Source: an optimization exercise on an open RTL-to-GDS flow (aim: small area). Production flows keep margins and buffers that such runs may drop.
Function was checked by simulation only, so behaviour that the tests miss may differ from the original.
Power figures rest on the tool's default switching activity, not on a simulated workload. The clock port is modelled as an ideal driver; clocking choices that lean on that would not hold on a real chip.

==> flow/design.v <==
package cic_pkg;
   localparam int unsigned NUM_CH    = 16;
   localparam int unsigned NUM_LINES = 8;
   localparam int unsigned ORDER     = 4;
   function automatic logic [13:0] coef_old0(input logic [4:0] p);
      case (p)
         5'd0: coef_old0 = 14'd1;
         5'd1: coef_old0 = 14'd5984;
         5'd2: coef_old0 = 14'd5456;
         5'd3: coef_old0 = 14'd4960;
         5'd4: coef_old0 = 14'd4495;
         5'd5: coef_old0 = 14'd4060;
         5'd6: coef_old0 = 14'd3654;
         5'd7: coef_old0 = 14'd3276;
         5'd8: coef_old0 = 14'd2925;
         5'd9: coef_old0 = 14'd2600;
         5'd10: coef_old0 = 14'd2300;
         5'd11: coef_old0 = 14'd2024;
         5'd12: coef_old0 = 14'd1771;
         5'd13: coef_old0 = 14'd1540;
         5'd14: coef_old0 = 14'd1330;
         5'd15: coef_old0 = 14'd1140;
         5'd16: coef_old0 = 14'd969;
         5'd17: coef_old0 = 14'd816;
         5'd18: coef_old0 = 14'd680;
         5'd19: coef_old0 = 14'd560;
         5'd20: coef_old0 = 14'd455;
         5'd21: coef_old0 = 14'd364;
         5'd22: coef_old0 = 14'd286;
         5'd23: coef_old0 = 14'd220;
         5'd24: coef_old0 = 14'd165;
         5'd25: coef_old0 = 14'd120;
         5'd26: coef_old0 = 14'd84;
         5'd27: coef_old0 = 14'd56;
         5'd28: coef_old0 = 14'd35;
         5'd29: coef_old0 = 14'd20;
         5'd30: coef_old0 = 14'd10;
         5'd31: coef_old0 = 14'd4;
         default: coef_old0 = '0;
      endcase
   endfunction
   function automatic logic [13:0] coef_new0(input logic [4:0] p);
      case (p)
         5'd0: coef_new0 = 14'd0;
         5'd1: coef_new0 = 14'd5456;
         5'd2: coef_new0 = 14'd4960;
         5'd3: coef_new0 = 14'd4495;
         5'd4: coef_new0 = 14'd4060;
         5'd5: coef_new0 = 14'd3654;
         5'd6: coef_new0 = 14'd3276;
         5'd7: coef_new0 = 14'd2925;
         5'd8: coef_new0 = 14'd2600;
         5'd9: coef_new0 = 14'd2300;
         5'd10: coef_new0 = 14'd2024;
         5'd11: coef_new0 = 14'd1771;
         5'd12: coef_new0 = 14'd1540;
         5'd13: coef_new0 = 14'd1330;
         5'd14: coef_new0 = 14'd1140;
         5'd15: coef_new0 = 14'd969;
         5'd16: coef_new0 = 14'd816;
         5'd17: coef_new0 = 14'd680;
         5'd18: coef_new0 = 14'd560;
         5'd19: coef_new0 = 14'd455;
         5'd20: coef_new0 = 14'd364;
         5'd21: coef_new0 = 14'd286;
         5'd22: coef_new0 = 14'd220;
         5'd23: coef_new0 = 14'd165;
         5'd24: coef_new0 = 14'd120;
         5'd25: coef_new0 = 14'd84;
         5'd26: coef_new0 = 14'd56;
         5'd27: coef_new0 = 14'd35;
         5'd28: coef_new0 = 14'd20;
         5'd29: coef_new0 = 14'd10;
         5'd30: coef_new0 = 14'd4;
         5'd31: coef_new0 = 14'd1;
         default: coef_new0 = '0;
      endcase
   endfunction
   function automatic logic [13:0] coef_both0(input logic [4:0] p);
      case (p)
         5'd0: coef_both0 = 14'd1;
         5'd1: coef_both0 = 14'd11440;
         5'd2: coef_both0 = 14'd10416;
         5'd3: coef_both0 = 14'd9455;
         5'd4: coef_both0 = 14'd8555;
         5'd5: coef_both0 = 14'd7714;
         5'd6: coef_both0 = 14'd6930;
         5'd7: coef_both0 = 14'd6201;
         5'd8: coef_both0 = 14'd5525;
         5'd9: coef_both0 = 14'd4900;
         5'd10: coef_both0 = 14'd4324;
         5'd11: coef_both0 = 14'd3795;
         5'd12: coef_both0 = 14'd3311;
         5'd13: coef_both0 = 14'd2870;
         5'd14: coef_both0 = 14'd2470;
         5'd15: coef_both0 = 14'd2109;
         5'd16: coef_both0 = 14'd1785;
         5'd17: coef_both0 = 14'd1496;
         5'd18: coef_both0 = 14'd1240;
         5'd19: coef_both0 = 14'd1015;
         5'd20: coef_both0 = 14'd819;
         5'd21: coef_both0 = 14'd650;
         5'd22: coef_both0 = 14'd506;
         5'd23: coef_both0 = 14'd385;
         5'd24: coef_both0 = 14'd285;
         5'd25: coef_both0 = 14'd204;
         5'd26: coef_both0 = 14'd140;
         5'd27: coef_both0 = 14'd91;
         5'd28: coef_both0 = 14'd55;
         5'd29: coef_both0 = 14'd30;
         5'd30: coef_both0 = 14'd14;
         5'd31: coef_both0 = 14'd5;
         default: coef_both0 = '0;
      endcase
   endfunction
   function automatic logic [15:0] coef_old1(input logic [4:0] p);
      case (p)
         5'd0: coef_old1 = 16'd6541;
         5'd1: coef_old1 = 16'd21824;
         5'd2: coef_old1 = 16'd21856;
         5'd3: coef_old1 = 16'd21824;
         5'd4: coef_old1 = 16'd21731;
         5'd5: coef_old1 = 16'd21580;
         5'd6: coef_old1 = 16'd21374;
         5'd7: coef_old1 = 16'd21116;
         5'd8: coef_old1 = 16'd20809;
         5'd9: coef_old1 = 16'd20456;
         5'd10: coef_old1 = 16'd20060;
         5'd11: coef_old1 = 16'd19624;
         5'd12: coef_old1 = 16'd19151;
         5'd13: coef_old1 = 16'd18644;
         5'd14: coef_old1 = 16'd18106;
         5'd15: coef_old1 = 16'd17540;
         5'd16: coef_old1 = 16'd16949;
         5'd17: coef_old1 = 16'd16336;
         5'd18: coef_old1 = 16'd15704;
         5'd19: coef_old1 = 16'd15056;
         5'd20: coef_old1 = 16'd14395;
         5'd21: coef_old1 = 16'd13724;
         5'd22: coef_old1 = 16'd13046;
         5'd23: coef_old1 = 16'd12364;
         5'd24: coef_old1 = 16'd11681;
         5'd25: coef_old1 = 16'd11000;
         5'd26: coef_old1 = 16'd10324;
         5'd27: coef_old1 = 16'd9656;
         5'd28: coef_old1 = 16'd8999;
         5'd29: coef_old1 = 16'd8356;
         5'd30: coef_old1 = 16'd7730;
         5'd31: coef_old1 = 16'd7124;
         default: coef_old1 = '0;
      endcase
   endfunction
   function automatic logic [15:0] coef_new1(input logic [4:0] p);
      case (p)
         5'd0: coef_new1 = 16'd5984;
         5'd1: coef_new1 = 16'd21856;
         5'd2: coef_new1 = 16'd21824;
         5'd3: coef_new1 = 16'd21731;
         5'd4: coef_new1 = 16'd21580;
         5'd5: coef_new1 = 16'd21374;
         5'd6: coef_new1 = 16'd21116;
         5'd7: coef_new1 = 16'd20809;
         5'd8: coef_new1 = 16'd20456;
         5'd9: coef_new1 = 16'd20060;
         5'd10: coef_new1 = 16'd19624;
         5'd11: coef_new1 = 16'd19151;
         5'd12: coef_new1 = 16'd18644;
         5'd13: coef_new1 = 16'd18106;
         5'd14: coef_new1 = 16'd17540;
         5'd15: coef_new1 = 16'd16949;
         5'd16: coef_new1 = 16'd16336;
         5'd17: coef_new1 = 16'd15704;
         5'd18: coef_new1 = 16'd15056;
         5'd19: coef_new1 = 16'd14395;
         5'd20: coef_new1 = 16'd13724;
         5'd21: coef_new1 = 16'd13046;
         5'd22: coef_new1 = 16'd12364;
         5'd23: coef_new1 = 16'd11681;
         5'd24: coef_new1 = 16'd11000;
         5'd25: coef_new1 = 16'd10324;
         5'd26: coef_new1 = 16'd9656;
         5'd27: coef_new1 = 16'd8999;
         5'd28: coef_new1 = 16'd8356;
         5'd29: coef_new1 = 16'd7730;
         5'd30: coef_new1 = 16'd7124;
         5'd31: coef_new1 = 16'd6541;
         default: coef_new1 = '0;
      endcase
   endfunction
   function automatic logic [15:0] coef_both1(input logic [4:0] p);
      case (p)
         5'd0: coef_both1 = 16'd12525;
         5'd1: coef_both1 = 16'd43680;
         5'd2: coef_both1 = 16'd43680;
         5'd3: coef_both1 = 16'd43555;
         5'd4: coef_both1 = 16'd43311;
         5'd5: coef_both1 = 16'd42954;
         5'd6: coef_both1 = 16'd42490;
         5'd7: coef_both1 = 16'd41925;
         5'd8: coef_both1 = 16'd41265;
         5'd9: coef_both1 = 16'd40516;
         5'd10: coef_both1 = 16'd39684;
         5'd11: coef_both1 = 16'd38775;
         5'd12: coef_both1 = 16'd37795;
         5'd13: coef_both1 = 16'd36750;
         5'd14: coef_both1 = 16'd35646;
         5'd15: coef_both1 = 16'd34489;
         5'd16: coef_both1 = 16'd33285;
         5'd17: coef_both1 = 16'd32040;
         5'd18: coef_both1 = 16'd30760;
         5'd19: coef_both1 = 16'd29451;
         5'd20: coef_both1 = 16'd28119;
         5'd21: coef_both1 = 16'd26770;
         5'd22: coef_both1 = 16'd25410;
         5'd23: coef_both1 = 16'd24045;
         5'd24: coef_both1 = 16'd22681;
         5'd25: coef_both1 = 16'd21324;
         5'd26: coef_both1 = 16'd19980;
         5'd27: coef_both1 = 16'd18655;
         5'd28: coef_both1 = 16'd17355;
         5'd29: coef_both1 = 16'd16086;
         5'd30: coef_both1 = 16'd14854;
         5'd31: coef_both1 = 16'd13665;
         default: coef_both1 = '0;
      endcase
   endfunction
   function automatic logic [15:0] coef_old2(input logic [4:0] p);
      case (p)
         5'd0: coef_old2 = 16'd21731;
         5'd1: coef_old2 = 16'd4960;
         5'd2: coef_old2 = 16'd5456;
         5'd3: coef_old2 = 16'd5984;
         5'd4: coef_old2 = 16'd6541;
         5'd5: coef_old2 = 16'd7124;
         5'd6: coef_old2 = 16'd7730;
         5'd7: coef_old2 = 16'd8356;
         5'd8: coef_old2 = 16'd8999;
         5'd9: coef_old2 = 16'd9656;
         5'd10: coef_old2 = 16'd10324;
         5'd11: coef_old2 = 16'd11000;
         5'd12: coef_old2 = 16'd11681;
         5'd13: coef_old2 = 16'd12364;
         5'd14: coef_old2 = 16'd13046;
         5'd15: coef_old2 = 16'd13724;
         5'd16: coef_old2 = 16'd14395;
         5'd17: coef_old2 = 16'd15056;
         5'd18: coef_old2 = 16'd15704;
         5'd19: coef_old2 = 16'd16336;
         5'd20: coef_old2 = 16'd16949;
         5'd21: coef_old2 = 16'd17540;
         5'd22: coef_old2 = 16'd18106;
         5'd23: coef_old2 = 16'd18644;
         5'd24: coef_old2 = 16'd19151;
         5'd25: coef_old2 = 16'd19624;
         5'd26: coef_old2 = 16'd20060;
         5'd27: coef_old2 = 16'd20456;
         5'd28: coef_old2 = 16'd20809;
         5'd29: coef_old2 = 16'd21116;
         5'd30: coef_old2 = 16'd21374;
         5'd31: coef_old2 = 16'd21580;
         default: coef_old2 = '0;
      endcase
   endfunction
   function automatic logic [15:0] coef_new2(input logic [4:0] p);
      case (p)
         5'd0: coef_new2 = 16'd21824;
         5'd1: coef_new2 = 16'd5456;
         5'd2: coef_new2 = 16'd5984;
         5'd3: coef_new2 = 16'd6541;
         5'd4: coef_new2 = 16'd7124;
         5'd5: coef_new2 = 16'd7730;
         5'd6: coef_new2 = 16'd8356;
         5'd7: coef_new2 = 16'd8999;
         5'd8: coef_new2 = 16'd9656;
         5'd9: coef_new2 = 16'd10324;
         5'd10: coef_new2 = 16'd11000;
         5'd11: coef_new2 = 16'd11681;
         5'd12: coef_new2 = 16'd12364;
         5'd13: coef_new2 = 16'd13046;
         5'd14: coef_new2 = 16'd13724;
         5'd15: coef_new2 = 16'd14395;
         5'd16: coef_new2 = 16'd15056;
         5'd17: coef_new2 = 16'd15704;
         5'd18: coef_new2 = 16'd16336;
         5'd19: coef_new2 = 16'd16949;
         5'd20: coef_new2 = 16'd17540;
         5'd21: coef_new2 = 16'd18106;
         5'd22: coef_new2 = 16'd18644;
         5'd23: coef_new2 = 16'd19151;
         5'd24: coef_new2 = 16'd19624;
         5'd25: coef_new2 = 16'd20060;
         5'd26: coef_new2 = 16'd20456;
         5'd27: coef_new2 = 16'd20809;
         5'd28: coef_new2 = 16'd21116;
         5'd29: coef_new2 = 16'd21374;
         5'd30: coef_new2 = 16'd21580;
         5'd31: coef_new2 = 16'd21731;
         default: coef_new2 = '0;
      endcase
   endfunction
   function automatic logic [15:0] coef_both2(input logic [4:0] p);
      case (p)
         5'd0: coef_both2 = 16'd43555;
         5'd1: coef_both2 = 16'd10416;
         5'd2: coef_both2 = 16'd11440;
         5'd3: coef_both2 = 16'd12525;
         5'd4: coef_both2 = 16'd13665;
         5'd5: coef_both2 = 16'd14854;
         5'd6: coef_both2 = 16'd16086;
         5'd7: coef_both2 = 16'd17355;
         5'd8: coef_both2 = 16'd18655;
         5'd9: coef_both2 = 16'd19980;
         5'd10: coef_both2 = 16'd21324;
         5'd11: coef_both2 = 16'd22681;
         5'd12: coef_both2 = 16'd24045;
         5'd13: coef_both2 = 16'd25410;
         5'd14: coef_both2 = 16'd26770;
         5'd15: coef_both2 = 16'd28119;
         5'd16: coef_both2 = 16'd29451;
         5'd17: coef_both2 = 16'd30760;
         5'd18: coef_both2 = 16'd32040;
         5'd19: coef_both2 = 16'd33285;
         5'd20: coef_both2 = 16'd34489;
         5'd21: coef_both2 = 16'd35646;
         5'd22: coef_both2 = 16'd36750;
         5'd23: coef_both2 = 16'd37795;
         5'd24: coef_both2 = 16'd38775;
         5'd25: coef_both2 = 16'd39684;
         5'd26: coef_both2 = 16'd40516;
         5'd27: coef_both2 = 16'd41265;
         5'd28: coef_both2 = 16'd41925;
         5'd29: coef_both2 = 16'd42490;
         5'd30: coef_both2 = 16'd42954;
         5'd31: coef_both2 = 16'd43311;
         default: coef_both2 = '0;
      endcase
   endfunction
   function automatic logic [13:0] coef_old3(input logic [4:0] p);
      case (p)
         5'd0: coef_old3 = 14'd4495;
         5'd1: coef_old3 = 14'd0;
         5'd2: coef_old3 = 14'd0;
         5'd3: coef_old3 = 14'd0;
         5'd4: coef_old3 = 14'd1;
         5'd5: coef_old3 = 14'd4;
         5'd6: coef_old3 = 14'd10;
         5'd7: coef_old3 = 14'd20;
         5'd8: coef_old3 = 14'd35;
         5'd9: coef_old3 = 14'd56;
         5'd10: coef_old3 = 14'd84;
         5'd11: coef_old3 = 14'd120;
         5'd12: coef_old3 = 14'd165;
         5'd13: coef_old3 = 14'd220;
         5'd14: coef_old3 = 14'd286;
         5'd15: coef_old3 = 14'd364;
         5'd16: coef_old3 = 14'd455;
         5'd17: coef_old3 = 14'd560;
         5'd18: coef_old3 = 14'd680;
         5'd19: coef_old3 = 14'd816;
         5'd20: coef_old3 = 14'd969;
         5'd21: coef_old3 = 14'd1140;
         5'd22: coef_old3 = 14'd1330;
         5'd23: coef_old3 = 14'd1540;
         5'd24: coef_old3 = 14'd1771;
         5'd25: coef_old3 = 14'd2024;
         5'd26: coef_old3 = 14'd2300;
         5'd27: coef_old3 = 14'd2600;
         5'd28: coef_old3 = 14'd2925;
         5'd29: coef_old3 = 14'd3276;
         5'd30: coef_old3 = 14'd3654;
         5'd31: coef_old3 = 14'd4060;
         default: coef_old3 = '0;
      endcase
   endfunction
   function automatic logic [13:0] coef_new3(input logic [4:0] p);
      case (p)
         5'd0: coef_new3 = 14'd4960;
         5'd1: coef_new3 = 14'd0;
         5'd2: coef_new3 = 14'd0;
         5'd3: coef_new3 = 14'd1;
         5'd4: coef_new3 = 14'd4;
         5'd5: coef_new3 = 14'd10;
         5'd6: coef_new3 = 14'd20;
         5'd7: coef_new3 = 14'd35;
         5'd8: coef_new3 = 14'd56;
         5'd9: coef_new3 = 14'd84;
         5'd10: coef_new3 = 14'd120;
         5'd11: coef_new3 = 14'd165;
         5'd12: coef_new3 = 14'd220;
         5'd13: coef_new3 = 14'd286;
         5'd14: coef_new3 = 14'd364;
         5'd15: coef_new3 = 14'd455;
         5'd16: coef_new3 = 14'd560;
         5'd17: coef_new3 = 14'd680;
         5'd18: coef_new3 = 14'd816;
         5'd19: coef_new3 = 14'd969;
         5'd20: coef_new3 = 14'd1140;
         5'd21: coef_new3 = 14'd1330;
         5'd22: coef_new3 = 14'd1540;
         5'd23: coef_new3 = 14'd1771;
         5'd24: coef_new3 = 14'd2024;
         5'd25: coef_new3 = 14'd2300;
         5'd26: coef_new3 = 14'd2600;
         5'd27: coef_new3 = 14'd2925;
         5'd28: coef_new3 = 14'd3276;
         5'd29: coef_new3 = 14'd3654;
         5'd30: coef_new3 = 14'd4060;
         5'd31: coef_new3 = 14'd4495;
         default: coef_new3 = '0;
      endcase
   endfunction
   function automatic logic [13:0] coef_both3(input logic [4:0] p);
      case (p)
         5'd0: coef_both3 = 14'd9455;
         5'd1: coef_both3 = 14'd0;
         5'd2: coef_both3 = 14'd0;
         5'd3: coef_both3 = 14'd1;
         5'd4: coef_both3 = 14'd5;
         5'd5: coef_both3 = 14'd14;
         5'd6: coef_both3 = 14'd30;
         5'd7: coef_both3 = 14'd55;
         5'd8: coef_both3 = 14'd91;
         5'd9: coef_both3 = 14'd140;
         5'd10: coef_both3 = 14'd204;
         5'd11: coef_both3 = 14'd285;
         5'd12: coef_both3 = 14'd385;
         5'd13: coef_both3 = 14'd506;
         5'd14: coef_both3 = 14'd650;
         5'd15: coef_both3 = 14'd819;
         5'd16: coef_both3 = 14'd1015;
         5'd17: coef_both3 = 14'd1240;
         5'd18: coef_both3 = 14'd1496;
         5'd19: coef_both3 = 14'd1785;
         5'd20: coef_both3 = 14'd2109;
         5'd21: coef_both3 = 14'd2470;
         5'd22: coef_both3 = 14'd2870;
         5'd23: coef_both3 = 14'd3311;
         5'd24: coef_both3 = 14'd3795;
         5'd25: coef_both3 = 14'd4324;
         5'd26: coef_both3 = 14'd4900;
         5'd27: coef_both3 = 14'd5525;
         5'd28: coef_both3 = 14'd6201;
         5'd29: coef_both3 = 14'd6930;
         5'd30: coef_both3 = 14'd7714;
         5'd31: coef_both3 = 14'd8555;
         default: coef_both3 = '0;
      endcase
   endfunction
   function automatic logic [19:0] start0(input logic [2:0] n);
      case (n)
         3'd1: start0 = 20'd524288;
         3'd2: start0 = 20'd501100;
         3'd3: start0 = 20'd498108;
         3'd4: start0 = 20'd501100;
         default: start0 = '0;
      endcase
   endfunction
   function automatic logic [19:0] start1(input logic [2:0] n);
      case (n)
         3'd1: start1 = 20'd498108;
         3'd2: start1 = 20'd256680;
         3'd3: start1 = 20'd245768;
         3'd4: start1 = 20'd256680;
         default: start1 = '0;
      endcase
   endfunction
   function automatic logic [19:0] start2(input logic [2:0] n);
      case (n)
         3'd1: start2 = 20'd245768;
         3'd2: start2 = 20'd20460;
         3'd3: start2 = 20'd17980;
         3'd4: start2 = 20'd20460;
         default: start2 = '0;
      endcase
   endfunction
   function automatic logic [15:0] start3(input logic [2:0] n);
      case (n)
         3'd1: start3 = 16'd17980;
         3'd2: start3 = 16'd0;
         3'd3: start3 = 16'd0;
         3'd4: start3 = 16'd0;
         default: start3 = '0;
      endcase
   endfunction
endpackage
module cic_channel (
   input  logic        clk,
   input  logic        reset,
   input  logic        line_a,
   input  logic        line_b,
   input  logic        ph_hi,       
   input  logic        keep,        
   input  logic        shs,         
   input  logic [13:0] c0_old, c0_new, c0_both,
   input  logic [15:0] c1_old, c1_new, c1_both,
   input  logic [15:0] c2_old, c2_new, c2_both,
   input  logic [13:0] c3_old, c3_new, c3_both,
   input  logic [19:0] k0, k1, k2,
   input  logic [15:0] k3,
   output logic [15:0] out_s0,
   output logic [15:0] out_s1,
   output logic [15:0] out_s2,
   output logic [15:0] out_s3
);
   logic        buf_far, buf_near;
   logic        b_old, b_new;
   logic [19:0] r0 [4];
   logic [19:0] r1 [4];
   logic [19:0] r2 [4];
   logic [15:0] r3 [4];
   logic [19:0] a0, a1, a2;
   logic [15:0] a3;
   logic [13:0] w0, w3;
   logic [15:0] w1, w2;
   logic [20:0] s0;
   logic [19:0] s1, s2;
   logic [15:0] s3;
   always_ff @(posedge clk or negedge reset) begin
      if (!reset) begin
         buf_far  <= 1'b0;
         buf_near <= 1'b0;
      end else begin
         buf_far  <= ph_hi ? line_a : line_b;
         buf_near <= buf_far;
      end
   end
   assign b_old = buf_near;
   assign b_new = ph_hi ? line_b : line_a;
   always_comb begin
      w0 = ({14{b_old & ~b_new}} & c0_old) | ({14{~b_old & b_new}} & c0_new) | ({14{b_old & b_new}} & c0_both);
      w1 = ({16{b_old & ~b_new}} & c1_old) | ({16{~b_old & b_new}} & c1_new) | ({16{b_old & b_new}} & c1_both);
      w2 = ({16{b_old & ~b_new}} & c2_old) | ({16{~b_old & b_new}} & c2_new) | ({16{b_old & b_new}} & c2_both);
      w3 = ({14{b_old & ~b_new}} & c3_old) | ({14{~b_old & b_new}} & c3_new) | ({14{b_old & b_new}} & c3_both);
      a0 = ({20{keep}} & r0[0]) | ({20{shs}} & r1[0]) | k0;
      a1 = ({20{keep}} & r1[0]) | ({20{shs}} & r2[0]) | k1;
      a2 = ({20{keep}} & r2[0]) | ({20{shs}} & {4'd0, r3[0]}) | k2;
      a3 = ({16{keep}} & r3[0]) | k3;
   end
   cic_add #(.W(20), .CW(14)) u_add0 (.a(a0), .b(w0), .s(s0[19:0]), .co(s0[20]));
   cic_add #(.W(20), .CW(16)) u_add1 (.a(a1), .b(w1), .s(s1), .co());
   cic_add #(.W(20), .CW(16)) u_add2 (.a(a2), .b(w2), .s(s2), .co());
   cic_add #(.W(16), .CW(14)) u_add3 (.a(a3), .b(w3), .s(s3), .co());
   always_ff @(posedge clk) begin
      r0[1] <= {s0[19:4] | {16{s0[20]}}, s0[3:0]};
      r1[1] <= s1;
      r2[1] <= s2;
      r3[1] <= s3;
      for (int i = 1; i < 3; i++) begin
         r0[i+1] <= r0[i];
         r1[i+1] <= r1[i];
         r2[i+1] <= r2[i];
         r3[i+1] <= r3[i];
      end
      r0[0] <= r0[3];
      r1[0] <= r1[3];
      r2[0] <= r2[3];
      r3[0] <= r3[3];
   end
   assign out_s0 = {~r0[2][19], r0[2][18:4]};
   assign out_s1 = {~r0[1][19], r0[1][18:4]};
   assign out_s2 = {~r0[0][19], r0[0][18:4]};
   assign out_s3 = {~r0[3][19], r0[3][18:4]};
endmodule
module cic_add #(
   parameter int unsigned W  = 20,
   parameter int unsigned CW = 14
) (
   input  logic [W-1:0]  a,
   input  logic [CW-1:0] b,
   output logic [W-1:0]  s,
   output logic          co
);
   logic [W:0] c;
   assign c[0] = 1'b0;
   for (genvar i = 0; i < W; i++) begin : g_bit
      if (i < CW) begin : g_full
         assign s[i]   = a[i] ^ b[i] ^ c[i];
         assign c[i+1] = (a[i] & b[i]) | (c[i] & (a[i] ^ b[i]));
      end else begin : g_half
         assign s[i]   = a[i] ^ c[i];
         assign c[i+1] = a[i] & c[i];
      end
   end
   assign co = c[W];
endmodule
module pdm_cic_main (
   input  logic                      clk,
   input  logic                      reset,
   output logic                      clk_out_pdm,
   input  logic [7:0]                din,
   output logic                      hop,
   output logic [255:0]              val_flat
);
   logic [5:0]  cnt;
   logic        started;    
   logic        first;      
   logic        shift;
   logic        keep;
   logic        shs;
   logic [4:0]  p;
   logic [13:0] c0_old, c0_new, c0_both;
   logic [15:0] c1_old, c1_new, c1_both;
   logic [15:0] c2_old, c2_new, c2_both;
   logic [13:0] c3_old, c3_new, c3_both;
   logic [19:0] k0, k1, k2;
   logic [15:0] k3;
   always_ff @(posedge clk or negedge reset) begin
      if (!reset) begin
         cnt     <= 6'd1;
         started <= 1'b0;
      end else begin
         cnt     <= cnt + 6'd1;
         if (cnt == 6'd0) started <= 1'b1;
      end
   end
   assign clk_out_pdm = ~cnt[0];
   assign hop         = started & (cnt == 6'd2);
   assign first = ~started & (cnt[5:3] == 3'd0) & (cnt[2:0] != 3'd0) & (cnt[2:0] <= 3'd4);
   assign shift = (cnt >= 6'd2) & (cnt <= 6'd5);
   assign keep  = ~first & ~shift;
   assign shs   = ~first & shift;
   assign p     = cnt[5:1];
   always_comb begin
      c0_old = cic_pkg::coef_old0(p);  c0_new = cic_pkg::coef_new0(p);  c0_both = cic_pkg::coef_both0(p);
      c1_old = cic_pkg::coef_old1(p);  c1_new = cic_pkg::coef_new1(p);  c1_both = cic_pkg::coef_both1(p);
      c2_old = cic_pkg::coef_old2(p);  c2_new = cic_pkg::coef_new2(p);  c2_both = cic_pkg::coef_both2(p);
      c3_old = cic_pkg::coef_old3(p);  c3_new = cic_pkg::coef_new3(p);  c3_both = cic_pkg::coef_both3(p);
      k0 = {20{first}} & cic_pkg::start0(cnt[2:0]);
      k1 = {20{first}} & cic_pkg::start1(cnt[2:0]);
      k2 = {20{first}} & cic_pkg::start2(cnt[2:0]);
      k3 = {16{first}} & cic_pkg::start3(cnt[2:0]);
   end
   for (genvar g = 0; g < 4; g++) begin : g_grp
      logic [15:0] o0, o1, o2, o3;
      cic_channel u_grp (
         .clk     (clk),
         .reset   (reset),
         .line_a  (din[2*g]),
         .line_b  (din[2*g+1]),
         .ph_hi   (cnt[1]),
         .keep    (keep),
         .shs     (shs),
         .c0_old  (c0_old), .c0_new (c0_new), .c0_both (c0_both),
         .c1_old  (c1_old), .c1_new (c1_new), .c1_both (c1_both),
         .c2_old  (c2_old), .c2_new (c2_new), .c2_both (c2_both),
         .c3_old  (c3_old), .c3_new (c3_new), .c3_both (c3_both),
         .k0      (k0), .k1 (k1), .k2 (k2), .k3 (k3),
         .out_s0  (o0),
         .out_s1  (o1),
         .out_s2  (o2),
         .out_s3  (o3)
      );
      assign val_flat[16*(2*g)   +: 16] = o0;
      assign val_flat[16*(8+2*g) +: 16] = o1;
      assign val_flat[16*(2*g+1) +: 16] = o2;
      assign val_flat[16*(9+2*g) +: 16] = o3;
   end
endmodule
==> flow/flow/run.sh <==
#!/bin/bash
# The standard layout (standard.sh, unchanged synthesis) with two changes:
#  - each port gets the smallest buffer cell (buf_1) instead of the default pick
#  - clock tree synthesis without dummy loads
set -uo pipefail
export BUFFER_PORTS_ARGS="-buffer_cell sky130_fd_sc_hd__buf_1"
export CTS_ARGS="-sink_clustering_enable -repair_clock_nets -dont_use_dummy_load -buf_list sky130_fd_sc_hd__clkbuf_16 -sink_clustering_size 24 -sink_clustering_max_diameter 100"
bash standard.sh > standard.log 2>&1
==> flow/standard.sh <==
#!/bin/bash
# synth_recipe.tcl (not shown) runs the flow's synth.tcl, then flattens the netlist and writes it again
# the make line also repeats each setting of config.mk as NAME=value (left out here)
make -C /OpenROAD-flow-scripts/flow DESIGN_CONFIG=/design/flow/config.mk WORK_HOME=/design/flow/orfs CLKGATE_MAP_FILE= SYNTH_SCRIPT=/design/flow/synth_recipe.tcl "${@:-finish}"
==> flow/config.mk <==
export PLATFORM = sky130hd
export DESIGN_NAME = pdm_cic_main
export DESIGN_NICKNAME = pdm_cic_main
export VERILOG_FILES = /design/flow/design.v
export SDC_FILE = /design/flow/constraint.sdc
export NUM_CORES = 4
export LEC_CHECK = 0
export ABC_AREA = 1
export CAP_MARGIN = 0
export CORE_MARGIN = 2
export CORE_UTILIZATION = 40
export SLEW_MARGIN = 0
==> flow/constraint.sdc <==
create_clock -name core_clock -period 10.0 [get_ports {clk}]
set_input_delay 2.0000 -clock core_clock [delete_from_list [all_inputs] [get_ports {clk}]]
set_output_delay 2.0000 -clock core_clock [all_outputs]
set_load 0.01 [all_outputs]
==> impl_metrics.env, run 1 <==
export IMPL_status="finished clean"
export IMPL_wire_per_inst_um=24.82
export IMPL_route_detailed_drc=0
export IMPL_syn_avg_cell_area_um2=9.864
export IMPL_area_delta_synth_final_pct=7.552
export IMPL_cts_max_level=2
export IMPL_crit_type="in -> reg"
export IMPL_slowest_delay_ps=490
export IMPL_fp_coreArea_um2=108600
export IMPL_cp_common_cell="fa_1"
export IMPL_ys_warn_count=6
export IMPL_cp_required_ps=10600
export IMPL_post_cts_buffers=0
export IMPL_vias=30713
export IMPL_drt_total_wl_um=146700
export IMPL_synthAdderAreaFrac=0.1277
export IMPL_drv_slew=0
export IMPL_grt_pass1_vias=28864
export IMPL_stdcell_area_um2=46950
export IMPL_setup_slack_ps=290.3
export IMPL_grt_max_degree=116
export IMPL_muxShareOfSynthArea=0.0002293
export IMPL_reg2reg_from="cnt[3]"
export IMPL_fin_util=0.4326
export IMPL_die_height_um=334.4
export IMPL_arrival_ps=10310
export IMPL_hold_depth=0
export IMPL_clock_sinks=1231
export IMPL_synth_xor_area_frac=0.002006
export IMPL_holdBufCountCts=0
export IMPL_setup_tns_ps=0
export IMPL_r2r_slack_ps=390
export IMPL_antenna_found_initial=2
export IMPL_synthFlopType="dfxtp_1"
export IMPL_portBuffers=267
export IMPL_grt_pass1_wl_um=207800
export IMPL_syn_cell_area_um2=43660
export IMPL_yosys_area_share_simple=0.1550
export IMPL_pre_cts_ws_ps=-599.4
export IMPL_synthTopCellsByArea="dfxtp_1 56%, fa_1 10%, nand2_1 9.5%, buf_4 4.2%, nand3_1 3.6%"
export IMPL_hpwl_um=110200
export IMPL_fmax_mhz=103.0
export IMPL_ant_nets=0
export IMPL_worst_pin_slew_ps=1400
export IMPL_drt_first_iter_violations=3654
export IMPL_ios=268
export IMPL_finalHoldViolCount=0
export IMPL_place_area_um2=45380
export IMPL_whs_ps=275.6
export IMPL_start_util=0.4022
export IMPL_multiInputGateArea_um2=15400
export IMPL_skew_ps=107.9
export IMPL_cp_max_fo=4
export IMPL_netlist_instances=4426
export IMPL_synth_ff_latch_count=1231
export IMPL_vias_per_cell=5.198
export IMPL_grt_overflow=0
export IMPL_cp_start_kind="primary input"
export IMPL_synth_top_cell_area_share=0.5576
export IMPL_fin_nets=4818
export IMPL_cts_root_buf="clkbuf_16"
export IMPL_die_area_um2=111800
export IMPL_synth_top_family_by_area="simple AND/OR/NAND/NOR gates"
export IMPL_synth_top_area_cell="dfxtp_1"
export IMPL_reg2reg_to="g_grp[3].u_grp.r2[1][19]"
export IMPL_die_w_um=334.4
export IMPL_row_count=121
export IMPL_leakagePower_nw=21.07
export IMPL_yosysSeqAreaShare=0.5662
export IMPL_end_kind="flip-flop"
export IMPL_gr_usage_all_layers=0.2576
export IMPL_reg2reg_depth=32
export IMPL_total_power_mw=13.55
export IMPL_dp_cells=5848
export IMPL_slew_headroom=0.05676
export IMPL_fin_crit_ps=9710
export IMPL_period_share=0.9710
export IMPL_diodes=0
export IMPL_synth_compound_area_frac=0.06213
export IMPL_ir_drop_mv=0.1591
export IMPL_clk_pin_slew_ps=90
export IMPL_drive_gt1_frac=0.07075
export IMPL_synth_cell_types=37
export IMPL_stdcell_count=5909
export IMPL_p_per_area_nw_per_um2=288.7
export IMPL_hold_path_class="reg -> reg"
export IMPL_place_congestion=0.9853
export IMPL_clk_path_buf_depth=3
export IMPL_insertion_delay_ps=710
export IMPL_synth_edf_count=0
export IMPL_cap_violations=0
export IMPL_cts_tree="built"
export IMPL_seq_area_um2=24720
export IMPL_fillers=10480
export IMPL_numCtsBuffers=61
export IMPL_whs_endpoint="g_grp[3].u_grp.r1[2][17]"
export IMPL_hold_start="g_grp[3].u_grp.r1[1][17]"
export IMPL_slowest_stage="fa_1"
export IMPL_rsz0062_at_grt="no"
export IMPL_setup_violations=0
export IMPL_async_flop_share=0.01219
export IMPL_firstDrtPassIters=6
## synthesized netlist by cell type (2+ instances only)
master	number
nand3_2	3
a31oi_1	3
xor2_1	10
o211ai_1	109
inv_1	308
o31ai_1	4
nor2_2	5
nand2_2	4
clkbuf_1	94
buf_2	65
o221ai_1	9
buf_1	19
nor3_1	12
nand4_1	12
a22oi_1	2
dfrtp_1	14
nor2_1	221
o22ai_1	57
a221oi_1	4
ha_1	87
inv_2	4
clkinv_1	6
o21ai_0	142
dfxtp_1	1216
a21oi_1	109
nand2_1	1100
o21ai_1	16
nand3_1	316
fa_1	224
buf_4	244
## layer usage
metal | part of all wire | track usage | wire (µm)
met5 | 0.000048 | 0 | 7
met4 | 0.045 | 0.09910 | 6539
met3 | 0.10 | 0.06378 | 14950
met2 | 0.40 | 0.3606 | 58800
met1 | 0.45 | 0.3791 | 66350
## layout make-up
cell class	instances	area share
tap	1414	0.03768
multi-input combinational	2454	0.3280
timing repair buffer	431	0.04970
sequential	1231	0.5266
inverter	318	0.02558
clock buffer	61	0.03251
## how the worst max path moves through the flow
stage | startpoint | end | slack (ps) | cells past startpoint
3_3_place_gp | din[1] | g_grp[0].u_grp.r1[1][19] | -600 | 28
2_1_floorplan | din[3] | g_grp[1].u_grp.r2[1][19] | -20 | 28
4_1_cts | din[0] | g_grp[0].u_grp.r1[1][19] | 160 | 28
3_5_place_dp | din[0] | g_grp[0].u_grp.r1[1][19] | -600 | 28
6_report | din[3] | g_grp[1].u_grp.r2[1][19] | 290 | 28
5_1_grt | din[3] | g_grp[1].u_grp.r2[1][19] | 4 | 28
## kinds of logic (layout without fill, tap and decap cells)
group / count (synthesis) / count (layout)
buf+inv: 741 / 810
simple gates: 1674 / 1674
xor+xnor: 10 / 10
mux: 1 / 1
compound gates: 458 / 458
fa+ha+maj: 311 / 311
flops: 1231 / 1231
## power by group
part / leakage [nW] / internal [mW] / switching, mW
Clock: 0.752 / 1.08 / 1.46
Combinational: 9.94 / 1.14 / 1.76
Sequential: 10.4 / 7.32 / 0.792
## what timing repair did
action,in CTS,in global routing
endpoints found under the hold margin,0,0
endpoints found under the setup margin,0,34
gates resized for setup,0,12
## worst max-delay path: cells and delay by family
family / cells / cell delay [ps]
xor+xnor: 1 / 150
compound gates: 1 / 180
buf+inv: 4 / 390
fa+ha+maj: 19 / 7320
simple gates: 3 / 290
## cell usage in the layout, fill, tap and decap left out, drive strengths merged, types with 12 or more instances in the layout
cell type and n:
ha 87, dfrtp 14, nand3 319, a21oi 109
nand4 12, dfxtp 1216, buf 431, nor2 226
fa 224, nor3 12, clkbuf 61, nand2 1104
o21ai 158, inv 312, o22ai 57, o211ai 109
## flip-flops by register name, indices dropped and copies added (netlist names)
| name | cells |
|---|---|
| g_grp.u_grp.buf_far | 4 |
| g_grp.u_grp.r1 | 320 |
| g_grp.u_grp.r2 | 320 |
| started | 1 |
| cnt | 6 |
| g_grp.u_grp.r0 | 320 |
| g_grp.u_grp.buf_near | 4 |
| g_grp.u_grp.r3 | 256 |
==> run 2: changes to the inputs <==
==> flow/flow/run.sh (replaced) <==
#!/bin/bash
# The standard layout (standard.sh, unchanged synthesis) with two changes:
#  - each port gets the smallest buffer cell (buf_1) instead of the default pick
#  - clock tree synthesis without dummy loads
set -uo pipefail
export BUFFER_PORTS_ARGS="-buffer_cell sky130_fd_sc_hd__buf_1"
export CTS_ARGS="-sink_clustering_enable -repair_clock_nets -dont_use_dummy_load -buf_list sky130_fd_sc_hd__clkbuf_16 -sink_clustering_size 28 -sink_clustering_max_diameter 120"
export REMOVE_ABC_BUFFERS=1
bash standard.sh > standard.log 2>&1
--- a/flow/config.mk
+++ b/flow/config.mk
@@ -9,4 +9,5 @@
 export CAP_MARGIN = 0
 export CORE_MARGIN = 2
 export CORE_UTILIZATION = 40
+export GPL_TIMING_DRIVEN = 0
 export SLEW_MARGIN = 0
==> run 2 against run 1 <==
  * Synthesized cell count stayed put
  * Total power is 0.76% lower
  * Flip-flop and latch count stayed put
  * Sequential power hardly changed
  * Still clean on timing, DRC and antenna
  * First-iteration DRC count is 5.8% lower
  * Critical path depth is 2 higher
  * Register-to-register slack worse by 180 ps
  * Routed wire length is 2.1% higher
  * Clock-buffer cell count is 10 lower
  * Largest cell class unchanged
  * Maximum frequency is 1.3% lower
  * Worst hold slack worse by 24 ps
  * Cell count is 0.85% lower
==> impl_metrics.env, run 2 <==
export IMPL_ant_nets=0
export IMPL_cp_start_kind="primary input"
export IMPL_drive_gt1_frac=0.08166
export IMPL_drt_first_iter_violations=3443
export IMPL_hold_path_class="reg -> reg"
export IMPL_synth_top_area_cell="dfxtp_1"
export IMPL_ys_warn_count=6
export IMPL_cts_max_level=2
export IMPL_holdBufCountCts=0
export IMPL_syn_avg_cell_area_um2=9.864
export IMPL_slowest_stage="fa_1"
export IMPL_yosysMostFrequentCell="dfxtp_1"
export IMPL_finalHoldViolCount=0
export IMPL_synth_ff_latch_count=1231
export IMPL_grt_pass1_wl_um=212400
export IMPL_cts_root_buf="clkbuf_16"
export IMPL_cap_violations=0
export IMPL_row_count=121
export IMPL_die_area_um2=111800
export IMPL_diodes=0
export IMPL_skew_ps=111.0
export IMPL_start_util=0.4022
export IMPL_wl_met1_um=63110
export IMPL_cp_required_ps=10560
export IMPL_grt_overflow=0
export IMPL_worst_pin_slew_ps=1331
export IMPL_hpwl_um=100900
export IMPL_fin_util=0.4386
export IMPL_reg2reg_from="cnt[1]"
export IMPL_arrival_ps=10400
export IMPL_cp_common_cell="fa_2"
export IMPL_insertion_delay_ps=690
export IMPL_grt_pass1_vias=29693
export IMPL_yosysSeqAreaShare=0.5662
export IMPL_firstDrtPassIters=9
export IMPL_synthTopCellsByCount="1216 x dfxtp_1, 1100 x nand2_1, 316 x nand3_1"
export IMPL_fillers=10359
export IMPL_end_kind="flip-flop"
export IMPL_fp_coreArea_um2=108600
export IMPL_r2r_slack_ps=210
export IMPL_numCtsBuffers=51
export IMPL_mostFrequentLayoutCells="1216 x dfxtp_1, 1069 x nand2_1, 313 x nand3_1"
export IMPL_synthTopCellsByArea="dfxtp_1 56%, fa_1 10%, nand2_1 9.5%, buf_4 4.2%, nand3_1 3.6%"
export IMPL_async_flop_share=0.01219
export IMPL_gr_usage_all_layers=0.2626
export IMPL_vias_per_cell=5.221
export IMPL_slew_headroom=0.1035
export IMPL_fin_nets=4768
export IMPL_status="finished clean"
export IMPL_top_regs="g_grp.u_grp.r0 (320), g_grp.u_grp.r1 (320), g_grp.u_grp.r2 (320)"
export IMPL_synth_cell_types=37
export IMPL_synth_edf_count=0
export IMPL_drv_slew=0
export IMPL_wire_per_inst_um=25.56
export IMPL_vias=30592
export IMPL_clk_pin_slew_ps=100
export IMPL_die_w_um=334.4
export IMPL_leakagePower_nw=21.01
export IMPL_die_height_um=334.4
export IMPL_clock_sinks=1231
export IMPL_seq_area_um2=24740
export IMPL_ir_drop_mv=0.1376
export IMPL_multiInputGateArea_um2=16110
export IMPL_cp_max_fo=36
export IMPL_setup_slack_ps=159.1
export IMPL_crit_type="in -> reg"
export IMPL_total_power_mw=13.45
export IMPL_portBuffers=267
export IMPL_highest_layer="met5"
export IMPL_p_per_area_nw_per_um2=282.6
export IMPL_synth_top_cell_area_share=0.5576
export IMPL_pre_cts_ws_ps=-3555
export IMPL_cts_tree="built"
export IMPL_ios=268
export IMPL_fin_crit_ps=9841
export IMPL_setup_violations=0
export IMPL_route_detailed_drc=0
export IMPL_place_congestion=1.036
export IMPL_layout_commonest_cell="dfxtp_1"
export IMPL_synthFlopType="dfxtp_1"
export IMPL_antenna_found_initial=4
export IMPL_fmax_mhz=101.6
export IMPL_reg2reg_to="g_grp[2].u_grp.r1[1][19]"
export IMPL_startpoint="din[0]"
export IMPL_syn_cell_area_um2=43660
export IMPL_wl_met2_um=65180
export IMPL_netlist_instances=4426
export IMPL_cp_endpoint="g_grp[0].u_grp.r1[1][19]"
export IMPL_period_share=0.9841
export IMPL_reg2reg_depth=30
export IMPL_slowest_delay_ps=490
export IMPL_grt_max_degree=134
export IMPL_detailroute_wirelength_met3_um=13290
export IMPL_drt_total_wl_um=149800
export IMPL_area_delta_synth_final_pct=9.045
export IMPL_clk_path_buf_depth=3
==> run 2: cell types whose count changed in the layout (fill, tap and decap cells not counted), sizes merged <==
cell      delta
buf         -58
bufbuf       +3
clkbuf       -9
clkinv       +1
clkinvlp     +4
inv          -2
nand2        +9
nand3        +1
nor2         +1
==> run 2: worst min path at each step <==
stage / start / depth (start not counted) / endpoint
finish: g_grp[2].u_grp.r0[3][3] / 0 / g_grp[2].u_grp.r0[0][3]
global route: g_grp[2].u_grp.r2[1][5] / 0 / g_grp[2].u_grp.r2[2][5]
CTS: g_grp[2].u_grp.r0[3][3] / 0 / g_grp[2].u_grp.r0[0][3]
detailed placement: g_grp[0].u_grp.r1[3][3] / 0 / g_grp[0].u_grp.r1[0][3]
global placement: g_grp[1].u_grp.r3[2][0] / 0 / g_grp[1].u_grp.r3[3][0]
floorplan: g_grp[0].u_grp.r0[3][0] / 0 / g_grp[0].u_grp.r0[0][0]
==> run 2: cell families after synthesis <==
logic type,after synthesis,synth area share
compound gates,458,0.06213
flops,1231,0.5662
fa+ha+maj,311,0.1277
mux,1,0.0002293
xor+xnor,10,0.002006
buf+inv,741,0.08672
simple gates,1674,0.1550
==> run 2: critical path, delay by kind of cell <==
kind	cells	cell delay (ps)
adder cells (fa/ha/maj)	18	7050
buffers and inverters	5	470
AND/OR/NAND/NOR	7	770
==> run 2: final cells by class <==
type / instances / share of cell area
Multi-Input combinational cell: 2465 / 0.3384
Inverter: 318 / 0.02741
Tap cell: 1414 / 0.03716
Timing Repair Buffer: 377 / 0.05017
Clock buffer: 51 / 0.02681
Timing Repair inverter: 3 / 0.0004468
Sequential cell: 1231 / 0.5196
==> run 2: layer usage <==
layer | GRT usage | vias to the layer above
li1 | - | 13786
met1 | 0.3568 | 14948
met2 | 0.4020 | 1464
met3 | 0.05468 | 388
met4 | 0.1192 | 6
met5 | 0 | -
==> run 2: per-stage QoR <==
stage,hold slack (ps),instance area (µm²),std cells,TNS [ps]
floorplan,309.6,41060,4003,-286870
finish,251.2,47610,5859,0
CTS,250.6,47270,5846,0
detailed placement,312.1,44380,5704,-401610
global route,245.5,47610,5859,-2.980
global placement,309.6,43840,5684,-1864920
==> run 2: timing repair <==
action / in CTS / in global routing
pin swaps: 26 / 23
buffers inserted: 77 / 9
resized for setup: 189 / 53
cloned: 14 / 4
setup endpoints to repair: 167 / 80
==> run 2: where the power goes <==
group	leakage, nW	internal, mW	total (mW)	switching, mW
Sequential	10.4	7.32	8.09	0.765
Combinational	10.0	1.20	3.03	1.84
Clock	0.628	0.915	2.33	1.42
Total	21.0	9.43	13.5	4.02
==> run 3: changes to the inputs <==
--- a/flow/flow/run.sh
+++ b/flow/flow/run.sh
@@ -5,5 +5,4 @@
 set -uo pipefail
 export BUFFER_PORTS_ARGS="-buffer_cell sky130_fd_sc_hd__buf_1"
 export CTS_ARGS="-sink_clustering_enable -repair_clock_nets -dont_use_dummy_load -buf_list sky130_fd_sc_hd__clkbuf_16 -sink_clustering_size 28 -sink_clustering_max_diameter 120"
-export REMOVE_ABC_BUFFERS=1
 bash standard.sh > standard.log 2>&1
--- a/flow/config.mk
+++ b/flow/config.mk
@@ -9,5 +9,4 @@
 export CAP_MARGIN = 0
 export CORE_MARGIN = 2
 export CORE_UTILIZATION = 40
-export GPL_TIMING_DRIVEN = 0
 export SLEW_MARGIN = 0
==> run 3 against run 2 <==
  * Still clean
  * Core utilization down 0.77 points
  * Die area unchanged
  * Area after synthesis stayed put
  * Non-clock buffer count rose by 54
  * Design area fell by 1.8%
  * Maximum frequency is 1.1% higher
  * Clock skew rose by 5.2 ps
  * First-iteration DRC count up 1.5%
  * Setup slack better by 110 ps
  * Global-route usage down 0.53 points
  * Critical endpoint is now g_grp[3].u_grp.r2[1][19]
  * Largest power group unchanged
==> impl_metrics.env, run 3 <==
export IMPL_grt_overflow=0
export IMPL_slew_headroom=0.08934
export IMPL_syn_avg_cell_area_um2=9.864
export IMPL_synth_ff_latch_count=1231
export IMPL_grt_max_degree=116
export IMPL_ant_nets=0
export IMPL_drt_first_iter_violations=3495
export IMPL_end_kind="flip-flop"
export IMPL_arrival_ps=10260
export IMPL_die_w_um=334.4
export IMPL_hold_path_class="reg -> reg"
export IMPL_cp_max_fo=4
export IMPL_die_height_um=334.4
export IMPL_insertion_delay_ps=700
export IMPL_clock_sinks=1231
export IMPL_async_flop_share=0.01219
export IMPL_wire_per_inst_um=24.82
export IMPL_area_delta_synth_final_pct=7.119
export IMPL_route_detailed_drc=0
export IMPL_place_congestion=0.9853
export IMPL_yosysMostFrequentCell="dfxtp_1"
export IMPL_portBuffers=267
export IMPL_synth_top_cell_area_share=0.5576
export IMPL_grt_pass1_wl_um=207200
export IMPL_vias=30512
export IMPL_fmax_mhz=102.8
export IMPL_ios=268
export IMPL_setup_tns_ps=0
export IMPL_row_count=121
export IMPL_post_cts_buffers=0
export IMPL_cts_max_level=2
export IMPL_worst_pin_slew_ps=1352
export IMPL_finalHoldViolCount=0
export IMPL_cp_common_cell="fa_1"
export IMPL_numCtsBuffers=53
export IMPL_setup_violations=0
export IMPL_clk_path_buf_depth=3
export IMPL_gr_usage_all_layers=0.2573
export IMPL_synth_edf_count=0
export IMPL_layout_commonest_cell="dfxtp_1"
export IMPL_cts_tree="built"
export IMPL_firstDrtPassIters=7
export IMPL_grt_pass1_vias=28763
export IMPL_ir_drop_mv=0.1440
export IMPL_drive_gt1_frac=0.06909
export IMPL_cts_root_buf="clkbuf_16"
export IMPL_slowest_delay_ps=480
export IMPL_rsz0062_at_grt="no"
export IMPL_crit_type="in -> reg"
export IMPL_vias_per_cell=5.171
export IMPL_synth_top_area_cell="dfxtp_1"
export IMPL_whs_ps=266.7
export IMPL_antenna_found_initial=2
export IMPL_fillers=10502
export IMPL_synthTopCellsByArea="dfxtp_1 56%, fa_1 10%, nand2_1 9.5%, buf_4 4.2%, nand3_1 3.6%"
export IMPL_synthFlopType="dfxtp_1"
export IMPL_synth_cell_types=37
export IMPL_yosysSeqAreaShare=0.5662
export IMPL_slowest_stage="fa_1"
export IMPL_cp_start_kind="primary input"
export IMPL_top_regs="g_grp.u_grp.r0 (320), g_grp.u_grp.r1 (320), g_grp.u_grp.r2 (320)"
export IMPL_cap_violations=0
export IMPL_fin_nets=4810
export IMPL_p_per_area_nw_per_um2=286.5
export IMPL_drt_total_wl_um=146500
export IMPL_syn_cell_area_um2=43660
export IMPL_start_util=0.4022
export IMPL_clk_pin_slew_ps=100
export IMPL_diodes=0
export IMPL_period_share=0.9730
export IMPL_synthTopCellsByCount="1216 x dfxtp_1, 1100 x nand2_1, 316 x nand3_1"
export IMPL_ys_warn_count=6
export IMPL_hpwl_um=110200
export IMPL_die_area_um2=111800
export IMPL_drv_slew=0
export IMPL_status="finished clean"
export IMPL_fin_crit_ps=9730
export IMPL_cp_required_ps=10530
export IMPL_skew_ps=116.2
export IMPL_netlist_instances=4426
export IMPL_leakagePower_nw=20.98
export IMPL_mostFrequentLayoutCells="1216 x dfxtp_1, 1091 x nand2_1, 316 x nand3_1"
export IMPL_fp_coreArea_um2=108600
[run 3: cell counts after synthesis]
No cell type changed its count.
[run 3: where the power goes]
group          total [mW]  internal (mW)  switching [mW]
clock network        2.39          0.948            1.44
logic                2.90           1.14            1.76
registers            8.11           7.32           0.793
[run 3: critical path, delay by kind of cell]
family	cells	cell delay, ps
buffers and inverters	4	370
and+or+nand+nor	4	310
xor gates and xnor gates	1	150
adders and majority gates	19	7280
AOI/OAI and AO/OA	1	150
[run 3: kinds of logic (layout without fill, tap and decap cells)]
kind of cell	count (synthesis)	count (layout)	synth area share
adder cells (fa/ha/maj)	311	311	0.1277
multiplexers	1	1	0.0002293
AND/OR/NAND/NOR	1674	1674	0.1550
XOR/XNOR	10	10	0.002006
buffers and inverters	741	802	0.08672
flip-flops	1231	1231	0.5662
AO/OA/AOI/OAI	458	458	0.06213
[run 3: final cells by class]
cell class / count / area, µm² / share of cell area
well taps: 1414 / 1769 / 0.03783
flip-flops and latches: 1231 / 24720 / 0.5287
clock buffers: 53 / 1326 / 0.02836
multi-input cells: 2454 / 15410 / 0.3295
repair buffers: 431 / 2333 / 0.04990
inverters: 318 / 1201 / 0.02568
[run 3: per-stage QoR]
step | area (µm²) | cells | power [mW] | setup WS [ps] | utilization
4_1_cts | 46710 | 5901 | 13.53 | 156.9 | 0.4303
2_1_floorplan | 43870 | 4426 | 10.33 | -15.62 | -
6_report | 46760 | 5901 | 13.40 | 269.8 | 0.4308
3_5_place_dp | 45380 | 5848 | 11.15 | -599.4 | 0.4181
5_1_grt | 46760 | 5901 | 14.30 | 5.614 | 0.4308
3_3_place_gp | 45380 | 5848 | 11.01 | -597.8 | 0.4181
[run 3: worst paths after layout]
check / depth (start not counted) / end / startpoint / slack (ps)
max: 29 / g_grp[3].u_grp.r2[1][19] / din[6] / 270
min: 0 / g_grp[3].u_grp.r1[3][17] / g_grp[3].u_grp.r1[2][17] / 270
max reg2reg: 32 / g_grp[3].u_grp.r2[1][19] / cnt[3] / 380
min reg2reg: 0 / g_grp[3].u_grp.r1[3][17] / g_grp[3].u_grp.r1[2][17] / 270
max in group asynchronous: 1 / cnt[2] / reset / 7850
min in group asynchronous: 1 / g_grp[2].u_grp.buf_near / reset / 1440
[run 3: per-layer routing]
layer  global-route usage  up-vias  wire length, µm
li1                     -    13864                -
met1               0.3775    14783            66320
met2               0.3586     1562            58640
met3              0.06587      301            15120
met4               0.1014        2             6383
met5                    0        -                7
[run 3: repair_timing]
| item | CTS | global route |
|---|---|---|
| endpoints found under the setup margin | 0 | 39 |
| gates resized for setup | 0 | 13 |
| hold buffers | 0 | 0 |
==> run 4: changes to the inputs <==
--- a/flow/config.mk
+++ b/flow/config.mk
@@ -8,5 +8,5 @@
 export ABC_AREA = 1
 export CAP_MARGIN = 0
 export CORE_MARGIN = 2
-export CORE_UTILIZATION = 40
+export CORE_UTILIZATION = 55
 export SLEW_MARGIN = 0
==> run 4 against run 3 <==
  * Register-to-register slack got worse by 80 ps
  * Sequential share of layout area increased by 0.40 points
  * Non-clock buffer count increased by 26
  * Critical path type unchanged
  * Critical endpoint is now g_grp[2].u_grp.r1[1][19]
  * Largest power group unchanged
==> impl_metrics.env, run 4 <==
export IMPL_insertion_delay_ps=670
export IMPL_cp_start_kind="primary input"
export IMPL_hpwl_um=115900
export IMPL_grt_pass1_wl_um=210200
export IMPL_cp_common_cell="fa_1"
export IMPL_fmax_mhz=102.2
export IMPL_rsz0062_at_grt="yes"
export IMPL_row_count=103
export IMPL_path_depth=29
export IMPL_synth_compound_area_frac=0.06213
export IMPL_slew_headroom=0.06716
export IMPL_syn_avg_cell_area_um2=9.864
export IMPL_netlist_instances=4426
export IMPL_synth_cell_types=37
export IMPL_cap_violations=0
export IMPL_wire_per_inst_um=26.86
export IMPL_cp_max_fo=3
export IMPL_start_util=0.5544
export IMPL_holdBufCountCts=0
export IMPL_yosysSeqAreaShare=0.5662
export IMPL_yosys_area_share_simple=0.1550
export IMPL_grt_pass1_vias=29429
export IMPL_synthFlopType="dfxtp_1"
export IMPL_hold_path_class="reg -> reg"
export IMPL_fillers=6724
export IMPL_ant_nets=0
export IMPL_slowest_stage="fa_1"
export IMPL_synth_xor_area_frac=0.002006
export IMPL_drv_slew=0
export IMPL_vias_per_cell=5.630
export IMPL_reg2reg_from="cnt[1]"
export IMPL_fin_nets=4832
export IMPL_syn_cell_area_um2=43660
export IMPL_async_flop_share=0.01219
export IMPL_grt_max_degree=79
export IMPL_worst_pin_slew_ps=1385
export IMPL_synthTopCellsByArea="dfxtp_1 56%, fa_1 10%, nand2_1 9.5%, buf_4 4.2%, nand3_1 3.6%"
export IMPL_setup_violations=0
export IMPL_top_regs="g_grp.u_grp.r0 (320), g_grp.u_grp.r1 (320), g_grp.u_grp.r2 (320)"
export IMPL_numCtsBuffers=49
export IMPL_reg2reg_to="g_grp[2].u_grp.r1[1][19]"
export IMPL_mostFrequentLayoutCells="1216 x dfxtp_1, 1088 x nand2_1, 316 x nand3_1"
export IMPL_leakagePower_nw=21.04
export IMPL_pre_cts_ws_ps=-681.3
export IMPL_ios=268
export IMPL_crit_type="in -> reg"
export IMPL_cts_root_buf="clkbuf_16"
export IMPL_synth_top_area_cell="dfxtp_1"
export IMPL_die_area_um2=81640
export IMPL_clk_pin_slew_ps=100
export IMPL_gr_usage_all_layers=0.3605
export IMPL_muxShareOfSynthArea=0.0002293
export IMPL_cp_required_ps=10540
export IMPL_die_w_um=285.7
export IMPL_route_detailed_drc=0
export IMPL_drt_first_iter_violations=3864
export IMPL_vias=31306
export IMPL_area_delta_synth_final_pct=6.308
export IMPL_period_share=0.9787
export IMPL_ir_drop_mv=0.2378
export IMPL_end_kind="flip-flop"
export IMPL_startpoint="din[4]"
export IMPL_skew_ps=87.39
export IMPL_synth_top_family_by_area="simple AND/OR/NAND/NOR gates"
export IMPL_cts_max_level=2
export IMPL_place_congestion=1.156
export IMPL_layout_commonest_cell="dfxtp_1"
export IMPL_p_per_area_nw_per_um2=292.8
export IMPL_grt_overflow=0
export IMPL_antenna_found_initial=1
export IMPL_r2r_slack_ps=300
export IMPL_clock_sinks=1231
export IMPL_cts_tree="built"
export IMPL_fin_crit_ps=9787
export IMPL_fp_coreArea_um2=78740
export IMPL_crit_family="adder cells"
export IMPL_synth_edf_count=0
export IMPL_ys_warn_count=6
export IMPL_clk_path_buf_depth=3
export IMPL_post_cts_buffers=0
export IMPL_cp_endpoint="g_grp[2].u_grp.r1[1][19]"
export IMPL_status="finished clean"
export IMPL_arrival_ps=10320
export IMPL_slowest_delay_ps=550
export IMPL_synth_top_cell_area_share=0.5576
export IMPL_finalHoldViolCount=0
export IMPL_place_area_um2=45110
export IMPL_fin_util=0.5894
export IMPL_synthAdderAreaFrac=0.1277
export IMPL_yosysMostFrequentCell="dfxtp_1"
export IMPL_stdcell_area_um2=46410
export IMPL_total_power_mw=13.59
export IMPL_reg2reg_depth=30
export IMPL_firstDrtPassIters=8
export IMPL_portBuffers=267
export IMPL_die_height_um=285.7
export IMPL_synthTopCellsByCount="1216 x dfxtp_1, 1100 x nand2_1, 316 x nand3_1"
export IMPL_drt_total_wl_um=149400
export IMPL_path_buf_inv=3
export IMPL_synth_ff_latch_count=1231
export IMPL_drive_gt1_frac=0.07496
export IMPL_setup_slack_ps=213.0
## run 4: cell counts after synthesis
Identical to the previous run, type by type.
## run 4: power breakdown
group	leakage, nW	internal (mW)	switching (mW)	total [mW]
registers	10.4	7.32	0.883	8.21
logic	10.1	1.19	1.92	3.11
clock network	0.604	0.882	1.39	2.27
total	21.0	9.39	4.19	13.6
## run 4: worst min-delay path by stage
stage,from,endpoint,slack (ps),cells past startpoint
floorplan,g_grp[0].u_grp.r0[3][0],g_grp[0].u_grp.r0[0][0],310,0
global placement,g_grp[3].u_grp.r1[1][10],g_grp[3].u_grp.r1[2][10],310,0
detailed placement,g_grp[0].u_grp.r1[3][16],g_grp[0].u_grp.r1[0][16],310,0
CTS,g_grp[3].u_grp.r1[1][8],g_grp[3].u_grp.r1[2][8],300,0
global route,g_grp[1].u_grp.r3[1][6],g_grp[1].u_grp.r3[2][6],300,0
finish,g_grp[0].u_grp.r2[1][8],g_grp[0].u_grp.r2[2][8],300,0
## run 4: area by class of cell
type	instances	area (µm²)	share of cell area
tap	1050	1314	0.02831
sequential	1231	24720	0.5327
inverter	318	1201	0.02588
multi-input combinational	2454	15420	0.3324
timing repair buffer	457	2516	0.05421
clock buffer	49	1226	0.02642
antenna	2	5.005	0.0001078
## run 4: cell families after synthesis
kind of cell	after synthesis
AOI/OAI and AO/OA	458
xor gates and xnor gates	10
adders and majority gates	311
buffers and inverters	741
DFF	1231
muxes	1
and+or+nand+nor	1674
## run 4: metal layers
layer,vias up,GRT usage,share of wire
met3,317,0.09633,0.12
li1,13887,-,-
met4,2,0.1068,0.035
met5,-,0,0.000080
met1,15140,0.5460,0.44
met2,1960,0.5029,0.40
## run 4: timing repair
action | CTS | global route
pin swaps | 0 | 2
resized for setup | 1 | 19
setup endpoints to repair | 1 | 68
## run 4: through the flow
step	instances	hold slack [ps]	TNS, ps
floorplan	4426	309.6	-15.62
global placement	5510	309.5	-31650
detailed placement	5510	312.1	-40020
CTS	5559	298.4	0
global route	5559	303.4	-1.933
finish	5561	297.7	0
==> run 5: changes to the inputs <==
--- a/flow/design.v
+++ b/flow/design.v
@@ -541,7 +541,7 @@
    cic_add #(.W(20), .CW(16)) u_add2 (.a(a2), .b(w2), .s(s2), .co());
    cic_add #(.W(16), .CW(14)) u_add3 (.a(a3), .b(w3), .s(s3), .co());
    always_ff @(posedge clk) begin
-      r0[1] <= {s0[19:4] | {16{s0[20]}}, s0[3:0]};
+      r0[1] <= s0[19:0] | {20{s0[20]}};
       r1[1] <= s1;
       r2[1] <= s2;
       r3[1] <= s3;
==> flow/flow/run.sh (replaced) <==
#!/bin/bash
# The standard layout (standard.sh, unchanged synthesis) with two changes:
#  - each port gets the smallest buffer cell (buf_1) instead of the default pick
#  - clock tree synthesis without dummy loads
set -uo pipefail
export BUFFER_PORTS_ARGS="-buffer_cell sky130_fd_sc_hd__buf_1"
export CTS_ARGS="-sink_clustering_enable -repair_clock_nets -dont_use_dummy_load -buf_list sky130_fd_sc_hd__clkbuf_16 -sink_clustering_size 30 -sink_clustering_max_diameter 60"
bash standard.sh > standard.log 2>&1
--- a/flow/config.mk
+++ b/flow/config.mk
@@ -6,7 +6,7 @@
 export NUM_CORES = 4
 export LEC_CHECK = 0
 export ABC_AREA = 1
-export CAP_MARGIN = 0
+export CAP_MARGIN = 20
 export CORE_MARGIN = 2
-export CORE_UTILIZATION = 55
-export SLEW_MARGIN = 0
+export CORE_UTILIZATION = 40
+export SLEW_MARGIN = 20
==> run 5 against run 4 <==
  * Total power up 5.1%
  * Area after synthesis about the same
  * Sequential power about the same
  * Still clean on timing, DRC and antenna
  * Maximum frequency up 0.16%
  * Core utilization down 15 points
  * Die area up 37%
  * Setup slack better by 16 ps
  * Combinational power about the same
  * Clock skew up 9.5 ps
  * Critical path depth unchanged
  * Global-route usage down 8.8 points
  * Cell count up 7.5%
  * Largest cell class unchanged
==> impl_metrics.env, run 5 <==
export IMPL_setup_violations=0
export IMPL_hold_path_class="reg -> reg"
export IMPL_top_regs="g_grp.u_grp.r0 (320), g_grp.u_grp.r1 (320), g_grp.u_grp.r2 (320)"
export IMPL_slew_headroom=0.2239
export IMPL_area_delta_synth_final_pct=9.844
export IMPL_skew_ps=96.87
export IMPL_row_count=121
export IMPL_status="finished clean"
export IMPL_drv_slew=0
export IMPL_clock_sinks=1231
export IMPL_p_int_mw=9.956
export IMPL_seq_power_share=0.574
export IMPL_portBuffers=267
export IMPL_hold_start="g_grp[2].u_grp.r2[2][4]"
export IMPL_numCtsBuffers=81
export IMPL_ios=268
export IMPL_synth_edf_count=0
export IMPL_cts_tree="built"
export IMPL_path_buf_inv=4
export IMPL_synth_cell_types=44
export IMPL_drt_total_wl_um=155200
export IMPL_synth_ff_latch_count=1231
export IMPL_fmax_mhz=102.3
export IMPL_synthTopCellsByArea="dfxtp_1 56%, fa_1 10%, nand2_1 9.6%, buf_4 4.2%, nand3_1 3.8%"
export IMPL_slowest_delay_ps=470
export IMPL_arrival_ps=10310
export IMPL_end_kind="flip-flop"
export IMPL_p_clk_frac=0.207
export IMPL_hold_depth=0
export IMPL_yosysMostFrequentCell="dfxtp_1"
export IMPL_grt_overflow=0
export IMPL_die_w_um=334.5
export IMPL_mostFrequentLayoutCells="1216 x dfxtp_1, 1104 x nand2_1, 329 x nand3_1"
export IMPL_crit_family="adder cells"
export IMPL_reg2reg_from="cnt[1]"
export IMPL_cp_common_cell="fa_1"
export IMPL_whs_ps=262.5
export IMPL_netlist_instances=4410
export IMPL_cts_max_level=3
export IMPL_hpwl_um=121700
export IMPL_crit_type="in -> reg"
export IMPL_yosysSeqAreaShare=0.5658
export IMPL_antenna_found_initial=4
export IMPL_cp_max_fo=4
export IMPL_insertion_delay_ps=680
export IMPL_p_comb_frac=0.219
export IMPL_cap_violations=0
export IMPL_clk_path_buf_depth=3
export IMPL_period_share=0.9771
export IMPL_route_detailed_drc=0
export IMPL_ant_nets=0
export IMPL_synthTopCellsByCount="1216 x dfxtp_1, 1116 x nand2_1, 329 x nand3_1"
export IMPL_clk_pin_slew_ps=80
export IMPL_diodes=0
export IMPL_ir_drop_mv=0.1581
export IMPL_drt_first_iter_violations=3329
export IMPL_die_height_um=334.5
export IMPL_vias=30514
export IMPL_fin_crit_ps=9771
export IMPL_start_util=0.4025
export IMPL_drive_gt1_frac=0.09244
export IMPL_synthFlopType="dfxtp_1"
export IMPL_grt_pass1_wl_um=216900
export IMPL_fillers=10431
export IMPL_ys_warn_count=6
export IMPL_grt_max_degree=116
export IMPL_reg2reg_to="g_grp[1].u_grp.r2[1][19]"
export IMPL_switching_share=0.3027
export IMPL_syn_cell_area_um2=43690
export IMPL_fin_nets=4888
-- run 5: layout make-up --
class,instances,area [µm²],area share
clock buffers,81,2027,0.04224
flip-flops and latches,1231,24720,0.5152
inverters,298,1129,0.02352
repair buffers,493,2803,0.05840
well taps,1414,1769,0.03687
multi-input cells,2462,15540,0.3238
-- run 5: worst max path at each step --
stage,endpoint,start,cells after the start
finish,g_grp[1].u_grp.r2[1][19],din[3],29
global route,g_grp[2].u_grp.r2[1][19],din[5],29
CTS,g_grp[1].u_grp.r2[1][19],din[3],29
detailed placement,g_grp[1].u_grp.r2[1][19],din[3],29
global placement,g_grp[2].u_grp.r2[1][19],din[5],29
floorplan,g_grp[1].u_grp.r2[1][19],din[2],28
-- run 5: metal layers --
| layer | global-route usage | wire [µm] | vias to the layer above |
|---|---|---|---|
| met3 | 0.06078 | 14070 | 308 |
| met1 | 0.3943 | 70870 | 14696 |
| li1 | - | - | 14006 |
| met5 | 0 | 50 | - |
| met4 | 0.1143 | 7009 | 6 |
| met2 | 0.3900 | 63170 | 1498 |
-- run 5: per-stage QoR --
stage | TNS, ps | setup WS, ps | instance area [µm²] | utilization | instances
6_report | 0 | 228.7 | 47990 | 0.4421 | 5979
5_1_grt | -8.055 | -8.055 | 47990 | 0.4421 | 5979
4_1_cts | 0 | 20.58 | 47890 | 0.4412 | 5979
3_5_place_dp | -50330 | -724.0 | 45840 | 0.4223 | 5898
3_3_place_gp | -43130 | -625.0 | 45840 | 0.4223 | 5898
2_1_floorplan | -40.97 | -40.97 | 43910 | - | 4410
-- run 5: kinds of logic after synthesis --
| logic type | synth area share |
|---|---|
| AOI/OAI and AO/OA | 0.06123 |
| xor gates and xnor gates | 0.002005 |
| adders and majority gates | 0.1276 |
| buffers and inverters | 0.08575 |
| DFF | 0.5658 |
| and+or+nand+nor | 0.1576 |
-- run 5: repair_timing --
item	CTS	global route
buffers inserted	0	0
setup endpoints to repair	2	81
endpoints found under the hold margin	0	0
gates resized for setup	4	26
pin swaps	0	10
-- run 5: power by group through the flow --
stage | sequential [mW] | combinational [mW] | clock (mW)
final | 8.20 | 3.13 | 2.95
after global routing | 8.42 | 3.53 | 3.21
after CTS | 8.21 | 3.14 | 3.02
after detailed placement | 8.31 | 3.11 | 0
after global placement | 8.24 | 3.10 | 0
after floorplan | 7.90 | 2.45 | 0
-- run 5: worst reg2reg max path: cells and delay by family, from the launching register on --
kind	cells	cell delay, ps
fa+ha+maj	20	7340
buf+inv	5	820
compound gates	1	190
flops	1	390
xor+xnor	1	160
simple gates	4	660

separate check: timing with driven ports:
The results above use ideal ports. As a check the final layouts listed here were re-extracted and re-timed, cells and wires unchanged.
Step 1 (the two cells are an assumption about what drives the block):
set clk [get_ports {clk}]
set_driving_cell -lib_cell sky130_fd_sc_hd__clkbuf_16 $clk
set_driving_cell -lib_cell sky130_fd_sc_hd__buf_2 [delete_from_list [all_inputs] $clk]
Step 2, shift: input delay + t, output delay - t, t = (earliest + latest rising clock arrival at the registers) / 2. This alone moves slack from input paths to output paths.
a / b / c = no drivers / after step 1 / after step 2; a / b = the first two.
run	t, ns	slack for setup (ns)	worst data-port slew with drivers (ns)
run 1	0.730	0.290 / 0.342 / -0.388	0.05
run 2	0.706	0.159 / 0.206 / -0.493	0.07
run 3	0.717	0.270 / 0.319 / -0.398	0.05
run 4	0.700	0.213 / 0.263 / -0.437	0.03
run 5	0.710	0.229 / 0.281 / -0.429	0.03
Met with ideal ports but missed after step 2: setup timing in every run listed. The setup slack of run 1, which loses most, moves by +0.052 ns with the drivers and by -0.678 ns with both steps.
